Source: an optimization exercise on an open RTL-to-GDS flow (aim: small area). Production flows keep margins and buffers that such runs may drop.
Only simulation tests tie the RTL to the original design; equivalence was not proved.
No activity file was given, so power comes from the tool's default toggle rates.

==> module issue_stage, before the edit <==
module issue_stage (
  input  logic                      clk,
  input  logic                      rst_n,
  input  logic                      flush,
  input  logic                      push,
  input  logic [70:0]               in_pair0,
  input  logic [70:0]               in_pair1,
  input  logic                      load_valid,
  input  logic [5-1:0] load_dest,
  output logic                      full,
  output logic [70:0]               lane0,
  output logic [70:0]               lane1,
  output logic                      swapped
);
  logic [3:0][69:0] mem_e;   
  logic [3:0][69:0] mem_o;   
  logic [3:0] hd_e, hd_o;
  logic       hd_odd;
  logic [3:0] ln_e, ln_o;
  logic       ln_odd;
  logic       ln_step_e, ln_step_o;
  logic [3:0] wrow_o;
  logic       wr_odd;
  logic [3:0] count;
  logic [1:0] lane_vld;
  logic [69:0] head_e, head_o, lane_e, lane_o;
  always_comb begin
    head_e = '1;
    head_o = '1;
    lane_e = '1;
    lane_o = '1;
    for (int k = 0; k < 4; k++) begin
      head_e = head_e & ~({70{hd_e[k]}} & mem_e[k]);
      head_o = head_o & ~({70{hd_o[k]}} & mem_o[k]);
      lane_e = lane_e & ~({70{ln_e[k]}} & mem_e[k]);
      lane_o = lane_o & ~({70{ln_o[k]}} & mem_o[k]);
    end
  end
  assign lane0 = {lane_vld[0], (ln_odd ^ swapped) ? lane_o : lane_e};
  assign lane1 = {lane_vld[1], (ln_odd ^ swapped) ? lane_e : lane_o};
  logic [5:0] op_e, op_o;
  logic [4:0] rs_e, rt_e, rs_o, rt_o, dest_e, dest_o;
  logic       rds_e, rdt_e, wr_e, br_e, mm_e;
  logic       rds_o, rdt_o, wr_o, br_o, mm_o;
  assign op_e = head_e[31:26];
  assign rs_e = head_e[25:21];
  assign rt_e = head_e[20:16];
  assign op_o = head_o[31:26];
  assign rs_o = head_o[25:21];
  assign rt_o = head_o[20:16];
  function automatic logic reads_rs(input logic [5:0] op);
    reads_rs = (op[5:4] == 2'b00 && op != 6'h00) || op[5:4] == 2'b01 ||
               op == 6'h20 || op == 6'h21 || op == 6'h30;
  endfunction
  function automatic logic reads_rt(input logic [5:0] op);
    reads_rt = (op[5:4] == 2'b00 && op != 6'h00) || op == 6'h21;
  endfunction
  function automatic logic writes(input logic [5:0] op);
    writes = (op[5:4] == 2'b00 && op != 6'h00) || op[5:4] == 2'b01 || op == 6'h20;
  endfunction
  function automatic logic is_branch(input logic [5:0] op);
    is_branch = op[5:4] == 2'b11 || op[5:1] == 5'b00110 || op[5:1] == 5'b01110;
  endfunction
  assign rds_e  = reads_rs(op_e);
  assign rdt_e  = reads_rt(op_e);
  assign wr_e   = writes(op_e);
  assign dest_e = (op_e[5:4] == 2'b00) ? head_e[15:11] : rt_e;
  assign br_e   = is_branch(op_e);
  assign mm_e   = op_e[5:4] == 2'b10;
  assign rds_o  = reads_rs(op_o);
  assign rdt_o  = reads_rt(op_o);
  assign wr_o   = writes(op_o);
  assign dest_o = (op_o[5:4] == 2'b00) ? head_o[15:11] : rt_o;
  assign br_o   = is_branch(op_o);
  assign mm_o   = op_o[5:4] == 2'b10;
  logic v0, v1, v_e, v_o;
  logic ld_e, ld_o, dep_oe, dep_eo;
  logic load_stall, pair_dep, conflict;
  logic mm0, br0, br1;
  logic iss0, iss1, swap;
  assign v0  = count != 4'd0;
  assign v1  = count > 4'd1;
  assign v_e = hd_odd ? v1 : v0;
  assign v_o = hd_odd ? v0 : v1;
  assign ld_e   = (rds_e && rs_e == load_dest) || (rdt_e && rt_e == load_dest);
  assign ld_o   = (rds_o && rs_o == load_dest) || (rdt_o && rt_o == load_dest);
  assign dep_oe = wr_e && ((rds_o && rs_o == dest_e) || (rdt_o && rt_o == dest_e));
  assign dep_eo = wr_o && ((rds_e && rs_e == dest_o) || (rdt_e && rt_e == dest_o));
  assign load_stall = load_valid && ((v_e && ld_e) || (v_o && ld_o));
  assign pair_dep   = hd_odd ? dep_eo : dep_oe;
  assign conflict   = (br_e && br_o) || (mm_e && mm_o);
  assign mm0        = hd_odd ? mm_o : mm_e;
  assign br0        = hd_odd ? br_o : br_e;
  assign br1        = hd_odd ? br_e : br_o;
  assign iss0 = v0 && !load_stall;
  assign iss1 = iss0 && v1 && !pair_dep && !conflict;
  assign swap = iss0 && (mm0 || (iss1 && !br0 && br1));
  logic [3:0] push_n, pop_n, count_nx;
  logic       accept;
  logic       step_e, step_o, step_w;
  assign accept   = push && !full && !flush;
  assign push_n   = accept ? 4'(in_pair0[70]) + 4'(in_pair1[70]) : 4'd0;
  assign pop_n    = 4'(iss0) + 4'(iss1);
  assign count_nx = count + push_n - pop_n;
  assign step_e = iss1 || (iss0 && !hd_odd);
  assign step_o = iss1 || (iss0 && hd_odd);
  assign step_w = push_n[1] || (push_n[0] && wr_odd);
  always_ff @(posedge clk) begin
    if (!rst_n || flush) begin
      hd_e     <= 4'b0001;
      hd_o     <= 4'b0001;
      hd_odd   <= 1'b0;
      wrow_o   <= 4'b0001;
      wr_odd   <= 1'b0;
      count    <= '0;
      full     <= 1'b0;
      lane_vld <= 2'b00;
      swapped  <= 1'b0;
    end else begin
      if (step_e) hd_e <= {hd_e[2:0], hd_e[3]};
      if (step_o) hd_o <= {hd_o[2:0], hd_o[3]};
      hd_odd   <= hd_odd ^ (iss0 && !iss1);
      if (step_w) wrow_o <= {wrow_o[2:0], wrow_o[3]};
      wr_odd   <= wr_odd ^ push_n[0];
      count    <= count_nx;
      full     <= count_nx > 4'd6;
      lane_vld <= swap ? {iss0, iss1} : {iss1, iss0};
      swapped  <= swap;
    end
  end
  assign ln_e = ln_step_e ? {hd_e[0], hd_e[3:1]} : hd_e;
  assign ln_o = ln_step_o ? {hd_o[0], hd_o[3:1]} : hd_o;
  always_ff @(posedge clk) begin
    ln_step_e <= step_e;
    ln_step_o <= step_o;
    ln_odd    <= hd_odd;
  end
  logic [3:0]  wrow_e, we_e, we_o, hold_e, hold_o;
  logic [69:0] wd_e, wd_o;
  assign wrow_e = wr_odd ? {wrow_o[2:0], wrow_o[3]} : wrow_o;
  always_comb begin
    for (int k = 0; k < 4; k++) begin
      we_e[k]   = !full && wrow_e[k];
      we_o[k]   = !full && wrow_o[k];
      hold_e[k] = full || |(wrow_e & ~(4'b0001 << k));
      hold_o[k] = full || |(wrow_o & ~(4'b0001 << k));
    end
  end
  assign wd_e = ~((!wr_odd && in_pair0[70]) ? in_pair0[69:0] : in_pair1[69:0]);
  assign wd_o = ~(( wr_odd && in_pair0[70]) ? in_pair0[69:0] : in_pair1[69:0]);
  always_ff @(posedge clk) begin
    for (int k = 0; k < 4; k++) begin
      mem_e[k] <= (mem_e[k] & {70{hold_e[k]}}) | (wd_e & {70{we_e[k]}});
      mem_o[k] <= (mem_o[k] & {70{hold_o[k]}}) | (wd_o & {70{we_o[k]}});
    end
  end
endmodule
export LEC_CHECK = 0
export CAP_MARGIN = 20
export CORE_MARGIN = 2
export CORE_UTILIZATION = 50
export SLEW_MARGIN = 20
create_clock -name core_clock -period 5.5 [get_ports {clk}]
standard.sh (not shown) runs the stock make flow with config.mk's settings and CLKGATE_MAP_FILE= SYNTH_SCRIPT=/design/flow/synth_recipe.tcl, a recipe that flattens the netlist after the stock synthesis.
==> flow/flow/run.sh <==
#!/bin/bash
set -uo pipefail
bash standard.sh \
  "BUFFER_PORTS_ARGS=-buffer_cell sky130_fd_sc_hd__buf_1" \
  "CTS_ARGS=-sink_clustering_enable -repair_clock_nets -dont_use_dummy_load -sink_clustering_size 10 -sink_clustering_max_diameter 40 -buf_list sky130_fd_sc_hd__clkbuf_4" \
  finish > standard.log 2>&1
Rerun with:
--- a/flow/design.v
+++ b/flow/design.v
@@ -18,9 +18,7 @@
   logic       hd_odd;
   logic [3:0] ln_e, ln_o;
   logic       ln_odd;
-  logic       ln_step_e, ln_step_o;
-  logic [3:0] wrow_o;
-  logic       wr_odd;
+  logic [2:0] wr_ptr;
   logic [3:0] count;
   logic [1:0] lane_vld;
   logic [69:0] head_e, head_o, lane_e, lane_o;
@@ -97,21 +95,19 @@
   assign swap = iss0 && (mm0 || (iss1 && !br0 && br1));
   logic [3:0] push_n, pop_n, count_nx;
   logic       accept;
-  logic       step_e, step_o, step_w;
+  logic       step_e, step_o;
   assign accept   = push && !full && !flush;
   assign push_n   = accept ? 4'(in_pair0[70]) + 4'(in_pair1[70]) : 4'd0;
   assign pop_n    = 4'(iss0) + 4'(iss1);
   assign count_nx = count + push_n - pop_n;
   assign step_e = iss1 || (iss0 && !hd_odd);
   assign step_o = iss1 || (iss0 && hd_odd);
-  assign step_w = push_n[1] || (push_n[0] && wr_odd);
   always_ff @(posedge clk) begin
     if (!rst_n || flush) begin
       hd_e     <= 4'b0001;
       hd_o     <= 4'b0001;
       hd_odd   <= 1'b0;
-      wrow_o   <= 4'b0001;
-      wr_odd   <= 1'b0;
+      wr_ptr   <= '0;
       count    <= '0;
       full     <= 1'b0;
       lane_vld <= 2'b00;
@@ -120,38 +116,28 @@
       if (step_e) hd_e <= {hd_e[2:0], hd_e[3]};
       if (step_o) hd_o <= {hd_o[2:0], hd_o[3]};
       hd_odd   <= hd_odd ^ (iss0 && !iss1);
-      if (step_w) wrow_o <= {wrow_o[2:0], wrow_o[3]};
-      wr_odd   <= wr_odd ^ push_n[0];
+      wr_ptr   <= wr_ptr + push_n[2:0];
       count    <= count_nx;
       full     <= count_nx > 4'd6;
       lane_vld <= swap ? {iss0, iss1} : {iss1, iss0};
       swapped  <= swap;
     end
   end
-  assign ln_e = ln_step_e ? {hd_e[0], hd_e[3:1]} : hd_e;
-  assign ln_o = ln_step_o ? {hd_o[0], hd_o[3:1]} : hd_o;
   always_ff @(posedge clk) begin
-    ln_step_e <= step_e;
-    ln_step_o <= step_o;
-    ln_odd    <= hd_odd;
+    ln_e   <= hd_e;
+    ln_o   <= hd_o;
+    ln_odd <= hd_odd;
   end
-  logic [3:0]  wrow_e, we_e, we_o, hold_e, hold_o;
+  logic [1:0]  wr_e_idx, wr_o_idx;
   logic [69:0] wd_e, wd_o;
-  assign wrow_e = wr_odd ? {wrow_o[2:0], wrow_o[3]} : wrow_o;
-  always_comb begin
-    for (int k = 0; k < 4; k++) begin
-      we_e[k]   = !full && wrow_e[k];
-      we_o[k]   = !full && wrow_o[k];
-      hold_e[k] = full || |(wrow_e & ~(4'b0001 << k));
-      hold_o[k] = full || |(wrow_o & ~(4'b0001 << k));
-    end
-  end
-  assign wd_e = ~((!wr_odd && in_pair0[70]) ? in_pair0[69:0] : in_pair1[69:0]);
-  assign wd_o = ~(( wr_odd && in_pair0[70]) ? in_pair0[69:0] : in_pair1[69:0]);
+  assign wr_e_idx = 2'((wr_ptr + 3'd1) >> 1);
+  assign wr_o_idx = wr_ptr[2:1];
+  assign wd_e     = ~((!wr_ptr[0] && in_pair0[70]) ? in_pair0[69:0] : in_pair1[69:0]);
+  assign wd_o     = ~(( wr_ptr[0] && in_pair0[70]) ? in_pair0[69:0] : in_pair1[69:0]);
   always_ff @(posedge clk) begin
     for (int k = 0; k < 4; k++) begin
-      mem_e[k] <= (mem_e[k] & {70{hold_e[k]}}) | (wd_e & {70{we_e[k]}});
-      mem_o[k] <= (mem_o[k] & {70{hold_o[k]}}) | (wd_o & {70{we_o[k]}});
+      if (!full && wr_e_idx == 2'(k)) mem_e[k] <= wd_e;
+      if (!full && wr_o_idx == 2'(k)) mem_o[k] <= wd_o;
     end
   end
 endmodule
Sequential power decreases by 4.1%; worst setup slack got worse by 0.21 ns; die area hardly moves; wire length decreases by 20%; design area increases by 1.7%; first-iteration DRC count decreases by 20%; count of clock-buffer cells in the layout decreases by 5; worst hold slack improved by 0.095 ns; flip-flop and latch count increases by 4; fmax decreases by 4.1%; global-route usage decreases by 6.0 points.

-- port drivers added, routing unchanged --
The results above use ideal ports. As a check the final layouts listed here were re-extracted and re-timed, cells and wires unchanged.
Step 1 (the two cells are an assumption about what drives the block):
set clk [get_ports {clk}]
set_driving_cell -lib_cell sky130_fd_sc_hd__clkbuf_16 $clk
set_driving_cell -lib_cell sky130_fd_sc_hd__buf_2 [delete_from_list [all_inputs] $clk]
Step 2, shift: input delay + t, output delay - t, t = (earliest + latest rising clock arrival at the registers) / 2. This alone moves slack from input paths to output paths.
a / b / c = ideal / step 1 / step 2; a / b = the first two.
run | shift t [ns] | setup slack, ns | latest minus earliest clock arrival (ns) | worst slew at a driven data input, ns
the first run | 0.881 | 0.631 / 0.631 / 0.631 | 0.143 / 0.143 | 0.07
the second run | 0.856 | 0.425 / 0.425 / 0.244 | 0.095 / 0.095 | 0.10
After both steps setup and hold are still met in every run listed. The setup slack of the second run, which loses most, moves by 0.000 ns with the drivers and by -0.181 ns with both steps.
